What follows belongs to an exercise in optimizing a design on an open flow for a short achievable clock period and few clock cycles; a production flow would make more cautious choices. In this exercise RTL edits were held to simulation tests only and were not proved equivalent to the original. No activity file was given, so power comes from the tool's default toggle rates.

**run.sh**
```bash
#!/bin/bash
# synth_recipe.tcl (not shown) runs the flow's synth.tcl, then flattens the netlist and writes it again
# the make line also repeats each setting of config.mk as NAME=value (left out here)
make -C /OpenROAD-flow-scripts/flow DESIGN_CONFIG=/design/flow/config.mk WORK_HOME=/design/flow/orfs CLKGATE_MAP_FILE= SYNTH_SCRIPT=/design/flow/synth_recipe.tcl finish
```
**config.mk**
```make
export PLATFORM = sky130hd
export DESIGN_NAME = mem_subsys_top
export DESIGN_NICKNAME = mem_subsys_top
export VERILOG_FILES = /design/flow/design.v
export SDC_FILE = /design/flow/constraint.sdc
export NUM_CORES = 4
export LEC_CHECK = 0
export CAP_MARGIN = 20
export CORE_MARGIN = 2
export CORE_UTILIZATION = 45
export PLACE_DENSITY = 0.6
export SLEW_MARGIN = 20
```
**constraint.sdc**
```tcl
create_clock -name core_clock -period 8.0 [get_ports {clk}]
set_input_delay 1.6000 -clock core_clock [delete_from_list [all_inputs] [get_ports {clk}]]
set_output_delay 1.6000 -clock core_clock [all_outputs]
set_load 0.01 [all_outputs]
```
**design.v**
```verilog
`default_nettype none
package axi_pkg;
	typedef logic [4-1:0] axi_id_t;
	typedef logic [3:0] axi_len_t;
	typedef logic [26-1:0] axi_addr_t;
	typedef logic [32-1:0] axi_data_t;
	localparam axi_id_t DCACHE_ID = axi_id_t'(1);
endpackage
`default_nettype wire
`default_nettype none
package cache_pkg;
	localparam int BYTE_BITS   = $clog2(32 / 8);
	localparam int OFFSET_BITS = $clog2(4);
	localparam int INDEX_BITS  = $clog2(16);
	localparam int INDEX_LSB   = BYTE_BITS + OFFSET_BITS;
	localparam int TAG_LSB     = INDEX_LSB + INDEX_BITS;
	localparam int TAG_BITS    = 26 - TAG_LSB;
	typedef enum logic {READ, WRITE} mem_action_t;
	typedef logic [TAG_BITS-1:0]    cache_tag_t;
	typedef logic [INDEX_BITS-1:0]  cache_index_t;
	typedef logic [OFFSET_BITS-1:0] cache_offset_t;
	typedef enum logic [1:0] {STATE_IDLE, STATE_REQUEST, STATE_REFILL, STATE_WRITE} line_state_t;
endpackage
`default_nettype wire
`timescale 1ns/1ps
`default_nettype none
module i_cache (
	input  logic               clk,
	input  logic               i_arst_n,
	input  logic               i_if_req,
	input  axi_pkg::axi_addr_t i_if_addr,
	output logic               o_if_valid,
	output axi_pkg::axi_data_t o_if_data,
	output logic               o_fill_req,
	output axi_pkg::axi_addr_t o_fill_addr,
	input  logic               i_fill_go,
	input  logic               i_beat,
	input  logic               i_last,
	input  axi_pkg::axi_data_t i_rdata
);
	localparam int L = 16;
	localparam int W = 4;
	logic [L-1:0]               lv_q;
	logic [L-1:0][W-1:0]        wv_q;
	cache_pkg::cache_tag_t      tag_q  [L];
	axi_pkg::axi_data_t         data_q [L][W];
	logic                       fill_q;
	cache_pkg::cache_index_t    fill_idx_q;
	cache_pkg::cache_offset_t   beat_q;
	logic                       run_q;
	cache_pkg::cache_tag_t      req_tag;
	cache_pkg::cache_index_t    req_idx;
	cache_pkg::cache_offset_t   req_off;
	logic [L-1:0]               line_eq;
	logic [L-1:0][W-1:0]        fwd_pos;
	logic [L-1:0][W-1:0]        word_ok;
	logic                       present;
	logic                       fwd;
	assign req_tag = i_if_addr[26-1:cache_pkg::TAG_LSB];
	assign req_idx = i_if_addr[cache_pkg::TAG_LSB-1:cache_pkg::INDEX_LSB];
	assign req_off = i_if_addr[cache_pkg::INDEX_LSB-1:cache_pkg::BYTE_BITS];
	always_comb
	begin
		for (int j = 0; j < L; j++)
		begin
			line_eq[j] = lv_q[j] && (tag_q[j] == req_tag);
			for (int w = 0; w < W; w++)
				fwd_pos[j][w] = fill_q && (fill_idx_q == cache_pkg::cache_index_t'(j))
					&& (beat_q == cache_pkg::cache_offset_t'(w));
		end
	end
	assign word_ok    = wv_q | (fwd_pos & {(L*W){i_beat}});
	assign present    = line_eq[req_idx];
	assign fwd        = i_beat && fwd_pos[req_idx][req_off];
	assign o_if_valid = i_if_req && present && word_ok[req_idx][req_off];
	assign o_if_data  = fwd ? i_rdata : data_q[req_idx][req_off];
	assign o_fill_req  = run_q && i_if_req && !present && !fill_q;
	assign o_fill_addr = {i_if_addr[26-1:cache_pkg::INDEX_LSB], cache_pkg::INDEX_LSB'(0)};
	always_ff @(posedge clk or negedge i_arst_n)
	begin
		if (!i_arst_n)
		begin
			run_q  <= 1'b0;
			lv_q   <= '0;
			fill_q <= 1'b0;
			beat_q <= '0;
		end
		else
		begin
			run_q <= 1'b1;
			if (i_fill_go)
			begin
				lv_q[req_idx] <= 1'b1;
				fill_q        <= 1'b1;
				beat_q        <= '0;
			end
			if (i_beat && fill_q)
			begin
				beat_q <= beat_q + 1'b1;
				if (i_last)
					fill_q <= 1'b0;
			end
		end
	end
	always_ff @(posedge clk)
	begin
		if (i_fill_go)
		begin
			tag_q[req_idx] <= req_tag;
			wv_q[req_idx]  <= '0;
			fill_idx_q     <= req_idx;
		end
		if (i_beat && fill_q)
		begin
			data_q[fill_idx_q][beat_q] <= i_rdata;
			wv_q[fill_idx_q][beat_q]   <= 1'b1;
		end
	end
endmodule
`default_nettype wire
`timescale 1ns/1ps
`default_nettype none
module d_cache (
	input  logic                   clk,
	input  logic                   i_arst_n,
	input  logic                   i_dc_req,
	input  cache_pkg::mem_action_t i_dc_action,
	input  axi_pkg::axi_addr_t     i_dc_addr,
	input  axi_pkg::axi_data_t     i_dc_wdata,
	output logic                   o_dc_done,
	output axi_pkg::axi_data_t     o_dc_rdata,
	output logic                   o_fill_req,
	output axi_pkg::axi_addr_t     o_fill_addr,
	input  logic                   i_fill_go,
	input  logic                   i_beat,
	input  logic                   i_last,
	input  axi_pkg::axi_data_t     i_rdata,
	output logic                   o_awvalid,
	output axi_pkg::axi_addr_t     o_awaddr,
	input  logic                   i_awready,
	output logic                   o_wvalid,
	output axi_pkg::axi_data_t     o_wdata,
	input  logic                   i_wready
);
	localparam int L  = 16;
	localparam int W  = 4;
	localparam int WB = 2;
	localparam int WP = $clog2(WB);
	logic [L-1:0]               lv_q;
	logic [L-1:0][W-1:0]        wv_q;
	cache_pkg::cache_tag_t      tag_q  [L];
	axi_pkg::axi_data_t         data_q [L][W];
	logic                       fill_q;
	cache_pkg::cache_index_t    fill_idx_q;
	cache_pkg::cache_offset_t   beat_q;
	logic                       run_q;
	axi_pkg::axi_addr_t         wb_addr_q [WB];
	axi_pkg::axi_data_t         wb_data_q [WB];
	logic [WP:0]                wb_in_q;
	logic [WP:0]                wb_aw_q;
	logic [WP:0]                wb_w_q;
	logic [WP:0]                aw_cnt;
	logic [WP:0]                w_cnt;
	logic                       wb_full;
	logic                       wb_clear;
	cache_pkg::cache_tag_t      req_tag;
	cache_pkg::cache_index_t    req_idx;
	cache_pkg::cache_offset_t   req_off;
	logic                       is_store;
	logic [L-1:0]               line_eq;
	logic [L-1:0][W-1:0]        fwd_pos;
	logic [L-1:0][W-1:0]        word_ok;
	logic                       present;
	logic                       fwd;
	logic                       load_done;
	logic                       store_done;
	assign req_tag  = i_dc_addr[26-1:cache_pkg::TAG_LSB];
	assign req_idx  = i_dc_addr[cache_pkg::TAG_LSB-1:cache_pkg::INDEX_LSB];
	assign req_off  = i_dc_addr[cache_pkg::INDEX_LSB-1:cache_pkg::BYTE_BITS];
	assign is_store = (i_dc_action == cache_pkg::WRITE);
	always_comb
	begin
		for (int j = 0; j < L; j++)
		begin
			line_eq[j] = lv_q[j] && (tag_q[j] == req_tag);
			for (int w = 0; w < W; w++)
				fwd_pos[j][w] = fill_q && (fill_idx_q == cache_pkg::cache_index_t'(j))
					&& (beat_q == cache_pkg::cache_offset_t'(w)) && !wv_q[j][w];
		end
	end
	assign word_ok    = wv_q | (fwd_pos & {(L*W){i_beat}});
	assign present    = line_eq[req_idx];
	assign fwd        = i_beat && fwd_pos[req_idx][req_off];
	assign load_done  = i_dc_req && !is_store && present && word_ok[req_idx][req_off];
	assign store_done = run_q && i_dc_req && is_store && !wb_full;
	assign o_dc_done  = load_done || store_done;
	assign o_dc_rdata = fwd ? i_rdata : data_q[req_idx][req_off];
	assign aw_cnt   = wb_in_q - wb_aw_q;
	assign w_cnt    = wb_in_q - wb_w_q;
	assign wb_full  = (aw_cnt == (WP+1)'(WB)) || (w_cnt == (WP+1)'(WB));
	assign wb_clear = ((aw_cnt == '0) || ((aw_cnt == (WP+1)'(1)) && i_awready))
		&& ((w_cnt == '0) || ((w_cnt == (WP+1)'(1)) && i_wready));
	assign o_fill_req  = run_q && i_dc_req && !is_store && !present && !fill_q && wb_clear;
	assign o_fill_addr = {i_dc_addr[26-1:cache_pkg::INDEX_LSB], cache_pkg::INDEX_LSB'(0)};
	assign o_awvalid = (aw_cnt != '0);
	assign o_awaddr  = wb_addr_q[wb_aw_q[WP-1:0]];
	assign o_wvalid  = (w_cnt != '0);
	assign o_wdata   = wb_data_q[wb_w_q[WP-1:0]];
	always_ff @(posedge clk or negedge i_arst_n)
	begin
		if (!i_arst_n)
		begin
			run_q   <= 1'b0;
			lv_q    <= '0;
			fill_q  <= 1'b0;
			beat_q  <= '0;
			wb_in_q <= '0;
			wb_aw_q <= '0;
			wb_w_q  <= '0;
		end
		else
		begin
			run_q <= 1'b1;
			if (i_fill_go)
			begin
				lv_q[req_idx] <= 1'b1;
				fill_q        <= 1'b1;
				beat_q        <= '0;
			end
			if (i_beat && fill_q)
			begin
				beat_q <= beat_q + 1'b1;
				if (i_last)
					fill_q <= 1'b0;
			end
			if (store_done)
				wb_in_q <= wb_in_q + 1'b1;
			if (o_awvalid && i_awready)
				wb_aw_q <= wb_aw_q + 1'b1;
			if (o_wvalid && i_wready)
				wb_w_q <= wb_w_q + 1'b1;
		end
	end
	always_ff @(posedge clk)
	begin
		if (i_fill_go)
		begin
			tag_q[req_idx] <= req_tag;
			wv_q[req_idx]  <= '0;
			fill_idx_q     <= req_idx;
		end
		if (i_beat && fill_q && !wv_q[fill_idx_q][beat_q])
		begin
			data_q[fill_idx_q][beat_q] <= i_rdata;
			wv_q[fill_idx_q][beat_q]   <= 1'b1;
		end
		if (store_done && present)
		begin
			data_q[req_idx][req_off] <= i_dc_wdata;
			wv_q[req_idx][req_off]   <= 1'b1;
		end
		if (store_done)
		begin
			wb_addr_q[wb_in_q[WP-1:0]] <= i_dc_addr;
			wb_data_q[wb_in_q[WP-1:0]] <= i_dc_wdata;
		end
	end
endmodule
`default_nettype wire
`timescale 1ns/1ps
`default_nettype none
module memory_arbiter (
	input  logic               clk,
	input  logic               i_arst_n,
	input  logic               i_i_req,
	input  axi_pkg::axi_addr_t i_i_addr,
	output logic               o_i_go,
	output logic               o_i_beat,
	output logic               o_i_last,
	input  logic               i_d_req,
	input  axi_pkg::axi_addr_t i_d_addr,
	output logic               o_d_go,
	output logic               o_d_beat,
	output logic               o_d_last,
	input  logic               i_m_awvalid,
	input  axi_pkg::axi_addr_t i_m_awaddr,
	input  logic               i_m_wvalid,
	input  axi_pkg::axi_data_t i_m_wdata,
	output logic               o_arvalid,
	output axi_pkg::axi_id_t   o_arid,
	output axi_pkg::axi_len_t  o_arlen,
	output axi_pkg::axi_addr_t o_araddr,
	input  logic               i_arready,
	output logic               o_rready,
	input  logic               i_rvalid,
	input  logic               i_rlast,
	input  axi_pkg::axi_id_t   i_rid,
	output logic               o_awvalid,
	output axi_pkg::axi_id_t   o_awid,
	output axi_pkg::axi_addr_t o_awaddr,
	output logic               o_wvalid,
	output logic               o_wlast,
	output axi_pkg::axi_data_t o_wdata,
	output logic               o_bready
);
	logic               hold_q;
	logic               hold_d_q;
	axi_pkg::axi_addr_t hold_addr_q;
	logic               sel_d;
	assign sel_d     = hold_q ? hold_d_q : !i_i_req;
	assign o_arvalid = hold_q || i_i_req || i_d_req;
	assign o_araddr  = hold_q ? hold_addr_q : (i_i_req ? i_i_addr : i_d_addr);
	assign o_arid    = axi_pkg::axi_id_t'(sel_d);
	assign o_arlen   = axi_pkg::axi_len_t'(4 - 1);
	assign o_rready  = 1'b1;
	assign o_i_go   = o_arvalid && i_arready && !sel_d;
	assign o_d_go   = o_arvalid && i_arready && sel_d;
	assign o_i_beat = i_rvalid && (i_rid == axi_pkg::axi_id_t'(0));
	assign o_i_last = i_rlast;
	assign o_d_beat = i_rvalid && (i_rid == axi_pkg::DCACHE_ID);
	assign o_d_last = i_rlast;
	always_ff @(posedge clk or negedge i_arst_n)
	begin
		if (!i_arst_n)
			hold_q <= 1'b0;
		else
			hold_q <= o_arvalid && !i_arready;
	end
	always_ff @(posedge clk)
	begin
		if (!hold_q)
		begin
			hold_d_q    <= sel_d;
			hold_addr_q <= o_araddr;
		end
	end
	assign o_awvalid = i_m_awvalid;
	assign o_awid    = axi_pkg::DCACHE_ID;
	assign o_awaddr  = i_m_awaddr;
	assign o_wvalid  = i_m_wvalid;
	assign o_wlast   = 1'b1;
	assign o_wdata   = i_m_wdata;
	assign o_bready  = 1'b1;
endmodule
`default_nettype wire
`timescale 1ns/1ps
`default_nettype none
module mem_subsys_top (
	input  logic                   clk,
	input  logic                   i_arst_n,
	input  logic                   i_if_req,
	input  axi_pkg::axi_addr_t     i_if_addr,
	output logic                   o_if_valid,
	output axi_pkg::axi_data_t     o_if_data,
	input  logic                   i_dc_req,
	input  cache_pkg::mem_action_t i_dc_action,
	input  axi_pkg::axi_addr_t     i_dc_addr,
	input  axi_pkg::axi_data_t     i_dc_wdata,
	output logic                   o_dc_done,
	output axi_pkg::axi_data_t     o_dc_rdata,
	output logic                   o_arvalid,
	output axi_pkg::axi_id_t       o_arid,
	output axi_pkg::axi_len_t      o_arlen,
	output axi_pkg::axi_addr_t     o_araddr,
	input  logic                   i_arready,
	output logic                   o_rready,
	input  logic                   i_rvalid,
	input  logic                   i_rlast,
	input  axi_pkg::axi_id_t       i_rid,
	input  axi_pkg::axi_data_t     i_rdata,
	output logic                   o_awvalid,
	output axi_pkg::axi_id_t       o_awid,
	output axi_pkg::axi_addr_t     o_awaddr,
	input  logic                   i_awready,
	output logic                   o_wvalid,
	output logic                   o_wlast,
	output axi_pkg::axi_data_t     o_wdata,
	input  logic                   i_wready,
	output logic                   o_bready,
	input  logic                   i_bvalid
);
	logic               i_fill_req;
	axi_pkg::axi_addr_t i_fill_addr;
	logic               i_fill_go;
	logic               i_beat;
	logic               i_last;
	logic               d_fill_req;
	axi_pkg::axi_addr_t d_fill_addr;
	logic               d_fill_go;
	logic               d_beat;
	logic               d_last;
	logic               dc_awvalid;
	logic               dc_wvalid;
	axi_pkg::axi_addr_t dc_awaddr;
	axi_pkg::axi_data_t dc_wdata;
	i_cache u_i_cache (
		.clk         (clk),
		.i_arst_n    (i_arst_n),
		.i_if_req    (i_if_req),
		.i_if_addr   (i_if_addr),
		.o_if_valid  (o_if_valid),
		.o_if_data   (o_if_data),
		.o_fill_req  (i_fill_req),
		.o_fill_addr (i_fill_addr),
		.i_fill_go   (i_fill_go),
		.i_beat      (i_beat),
		.i_last      (i_last),
		.i_rdata     (i_rdata)
	);
	d_cache u_d_cache (
		.clk         (clk),
		.i_arst_n    (i_arst_n),
		.i_dc_req    (i_dc_req),
		.i_dc_action (i_dc_action),
		.i_dc_addr   (i_dc_addr),
		.i_dc_wdata  (i_dc_wdata),
		.o_dc_done   (o_dc_done),
		.o_dc_rdata  (o_dc_rdata),
		.o_fill_req  (d_fill_req),
		.o_fill_addr (d_fill_addr),
		.i_fill_go   (d_fill_go),
		.i_beat      (d_beat),
		.i_last      (d_last),
		.i_rdata     (i_rdata),
		.o_awvalid   (dc_awvalid),
		.o_awaddr    (dc_awaddr),
		.i_awready   (i_awready),
		.o_wvalid    (dc_wvalid),
		.o_wdata     (dc_wdata),
		.i_wready    (i_wready)
	);
	memory_arbiter u_memory_arbiter (
		.clk         (clk),
		.i_arst_n    (i_arst_n),
		.i_i_req     (i_fill_req),
		.i_i_addr    (i_fill_addr),
		.o_i_go      (i_fill_go),
		.o_i_beat    (i_beat),
		.o_i_last    (i_last),
		.i_d_req     (d_fill_req),
		.i_d_addr    (d_fill_addr),
		.o_d_go      (d_fill_go),
		.o_d_beat    (d_beat),
		.o_d_last    (d_last),
		.i_m_awvalid (dc_awvalid),
		.i_m_awaddr  (dc_awaddr),
		.i_m_wvalid  (dc_wvalid),
		.i_m_wdata   (dc_wdata),
		.o_arvalid   (o_arvalid),
		.o_arid      (o_arid),
		.o_arlen     (o_arlen),
		.o_araddr    (o_araddr),
		.i_arready   (i_arready),
		.o_rready    (o_rready),
		.i_rvalid    (i_rvalid),
		.i_rlast     (i_rlast),
		.i_rid       (i_rid),
		.o_awvalid   (o_awvalid),
		.o_awid      (o_awid),
		.o_awaddr    (o_awaddr),
		.o_wvalid    (o_wvalid),
		.o_wlast     (o_wlast),
		.o_wdata     (o_wdata),
		.o_bready    (o_bready)
	);
endmodule
`default_nettype wire
```
==> run notes <==
metal layers:
layer / vias up / part of all wire (%)
met1: 72500 / 38
met5: - / 0.10
met3: 1914 / 11
met2: 9209 / 45
li1: 54700 / -
met4: 51 / 6.0
kinds of logic (layout without fill, tap and decap cells):
logic type / after synthesis / in the layout / share of synthesized area [%]
AO/OA/AOI/OAI: 1847 / 1847 / 5.92
XOR/XNOR: 602 / 602 / 2.36
adder cells (fa/ha/maj): 26 / 26 / 0.146
buffers and inverters: 1397 / 2232 / 2.62
flip-flops: 4997 / 4997 / 66.5
multiplexers: 3029 / 3029 / 19.1
other: 2 / 62 / 0.00336
AND/OR/NAND/NOR: 1494 / 1494 / 3.35
placed cells by master, fill, tap and decap left out, types with 130 or more instances in the layout:
master / n
mux4_2: 686
edfxtp_1: 4823
mux2_2: 1815
mux2i_1: 175
mux2_4: 310
clkbuf_1: 130
a21oi_1: 166
a221oi_1: 162
clkbuf_16: 561
a22oi_1: 568
xor2_1: 413
nor4_1: 187
o21ai_0: 200
nand3_1: 215
clkdlybuf4s50_1: 156
nor2_1: 224
nand2_1: 293
nand4_1: 176
buf_4: 820
xnor2_1: 189
sequential cells by signal (all words and copies together) (netlist names), 4 cells and up:
signal and cells:
u_i_cache.fill_idx_q 4, u_memory_arbiter.hold_addr_q 26, u_d_cache.fill_idx_q 4, u_d_cache.data_q 2048
u_i_cache.tag_q 288, u_i_cache.lv_q 16, u_d_cache.wb_data_q 64, u_d_cache.lv_q 16
u_i_cache.data_q 2048, u_d_cache.wb_addr_q 52, u_i_cache.wv_q 64, u_d_cache.wv_q 64
u_d_cache.tag_q 288
per-stage QoR:
step	power [uW]	setup slack, ns	hold slack (ns)
global placement	35700	0.258	0.437
global route	61100	0.126	0.471
floorplan	32700	1.40	0.419
CTS	59800	0.212	0.459
detailed placement	35800	0.244	0.440
finish	59700	0.107	0.455
power breakdown:
part / switching, uW / internal [uW]
Combinational: 4120 / 2200
Clock: 10600 / 13700
Sequential: 186 / 28900
Total: 14900 / 44900
worst paths after layout:
check / startpoint / to / depth (start not counted)
max in group asynchronous: i_arst_n / u_memory_arbiter.hold_q$_DFF_PN0_ / 1
setup reg to reg: u_d_cache.fill_idx_q[0]$_DFFE_PP_ / u_d_cache.data_q[46][31]$_DFFE_PP_ / 11
hold reg to reg: u_i_cache.wv_q[44]$_DFF_P_ / u_i_cache.wv_q[44]$_DFF_P_ / 1
setup / recovery: i_dc_addr[4] / o_dc_rdata[31] / 11
min in group asynchronous: i_arst_n / u_d_cache.wb_w_q[1]$_DFFE_PN0P_ / 1
hold / removal: u_i_cache.wv_q[44]$_DFF_P_ / u_i_cache.wv_q[44]$_DFF_P_ / 1
layout make-up:
cell class,instances,area share [%]
clock inverters,278,0.869
inverters,67,0.101
multi-input cells,7013,27.8
clock buffers,698,5.71
flip-flops and latches,4997,58.0
well taps,6630,3.24
repair buffers,1189,4.27
diodes,47,0.0459
timing repair:
action                                  in CTS  in global routing
endpoints found under the setup margin       0                  2
endpoints found under the hold margin        0                  0
resized for setup                            0                  2
==> flow_summary.ini <==
[sta]
hold_viol = 0
post-route-min-period_ns = 7.89
fin_crit_sh_pct = 98.7
skew_ns = 0.0919
rsz0062_at_grt = false
drv_slew = 0
max-slew-margin-rel_pct = 5.95
fmax_mhz = 127
setup_violations = 0
fin_tns_setup_ns = 0
tightestPinTransition_ns = 1.39

[synthesis]
synth_area_leaders = edfxtp_1, mux2_2, mux4_2, mux2_4, a22oi_1
yosysSeqAreaShare_pct = 66.5
synthFlopType = edfxtp_1
syn_area_per_cell_um2 = 16.7
synth-seq-cells = 4997
synth_largest_area_cell = edfxtp_1
synthTopCellsByCount = edfxtp_1, mux2_2, clkbuf_1, mux4_2, a22oi_1
ys_async_sr_fraction_pct = 0.921
synth-edff-count = 4823
yosysMostFrequentCell = edfxtp_1
synth_top_area_share_pct = 64.8
synth_cell_type_count = 82
syn_area_um2 = 223000
yosysWarningCount = 3
netlist_instances = 13400

[routing]
vias = 138000
via_per_inst = 6.62
drc = 0
ant_nets = 0
wl_per_cell_um = 38.6
drt-total-wl_mm = 808
drt_pass1_iterations = 8
drt_iter0_markers = 20700

[power]
ir_drop_uv = 234
pwr_density_cell_nw_per_um2 = 233
p_leak_uw = 0.0819

[global_routing]
top_usage_layer = met2
grt_max_degree = 102
gr-usage-met3_pct = 8.29
first_global_vias = 135000
use_met1_pct = 41.5
grt-ovfl-total = 0
grt_use_met2_pct = 47.7
grt_util_all_layers_pct = 31.3
antenna_found_initial = 87
grt_pass1_wl_mm = 1100

[setup_path]
cp-end-kind = output pin
max_stage_delay_ns = 1.12
path_cells = buf_6 > nand2b_2 > nor2_4 > buf_12 > a22o_1 > a221oi_1 > a31oi_1 > nor4_1 > nand3_1 > mux2_2 > clkdlybuf4s50_1
rrSetupSlack_ns = 1.85
crit_fanout = 33
crit_type = in -> out
critPathLaunchType = primary input
cp_num_buf_inv = 3
worstPathArrival_ns = 6.29
worstPathRequired_ns = 6.40
critical_path.slowest_cell = nor4_1
cpLargestDelayFamily = simple AND/OR/NAND/NOR gates

[clocking]
cts_hold_buf = 0
cts_tree = yes
post_cts_buffers = 0
htreeDepth = 6
root_buffer = clkbuf_16
clk_latency_ns = 1.11
cts_made_buffers = 548
path_clk_slew_ns = 0.06
cts.sinks = 4997
cts.path.max_buffers = 4

[status]
status = complete, no violations

[placed_design]
placed_cells = 19900
gp_congestion = 0.945
port_buffers = 281
hpwl_mm = 498
place_area_um2 = 239000

[cells_and_area]
register_area_um2 = 149000
layout-drive-gt1-share_pct = 34.0
syn2layout_area_growth_pct = 14.6
num-fill-cells = 40000
fin_cells = 20900
multi_input_area_um2 = 71100
final_area_um2 = 256000
final_core_util_pct = 51.8
fin_nets = 14000

[die]
die_h_um = 709
row_count = 258
core-area_um2 = 494000
pin_count = 299
die_w_um = 709
dieArea_um2 = 502000
initial_core_util_pct = 45.2

[run]
max_cap_violations = 0

[hold_path]
hold_path.class = reg -> reg
Testbench counts, summed over its fixed seeds: cycles 30,875.

==> afterwards: timing with drivers on the ports <==
Ports are ideal in the flow. The routed layout listed here was re-timed in OpenROAD. Step 1, drivers: a clkbuf_16 drives clk and a buf_2 each remaining input, both assumed. Step 2 moves the port delays by t, midway between the first and last clock arrival at a register: inputs arrive t later, outputs are due t later. That takes back most of the time a late clock gives input paths. Slacks: ideal / step 1 / step 2; pairs: ideal / step 1.
t (ns): 1.187
setup slack, ns: 0.107 / 0.072 / 0.072
worst setup path at the end: input to output
After both steps this run still meets setup and hold. The setup slack of this run moves by -0.035 ns with the drivers and by -0.035 ns with both steps.
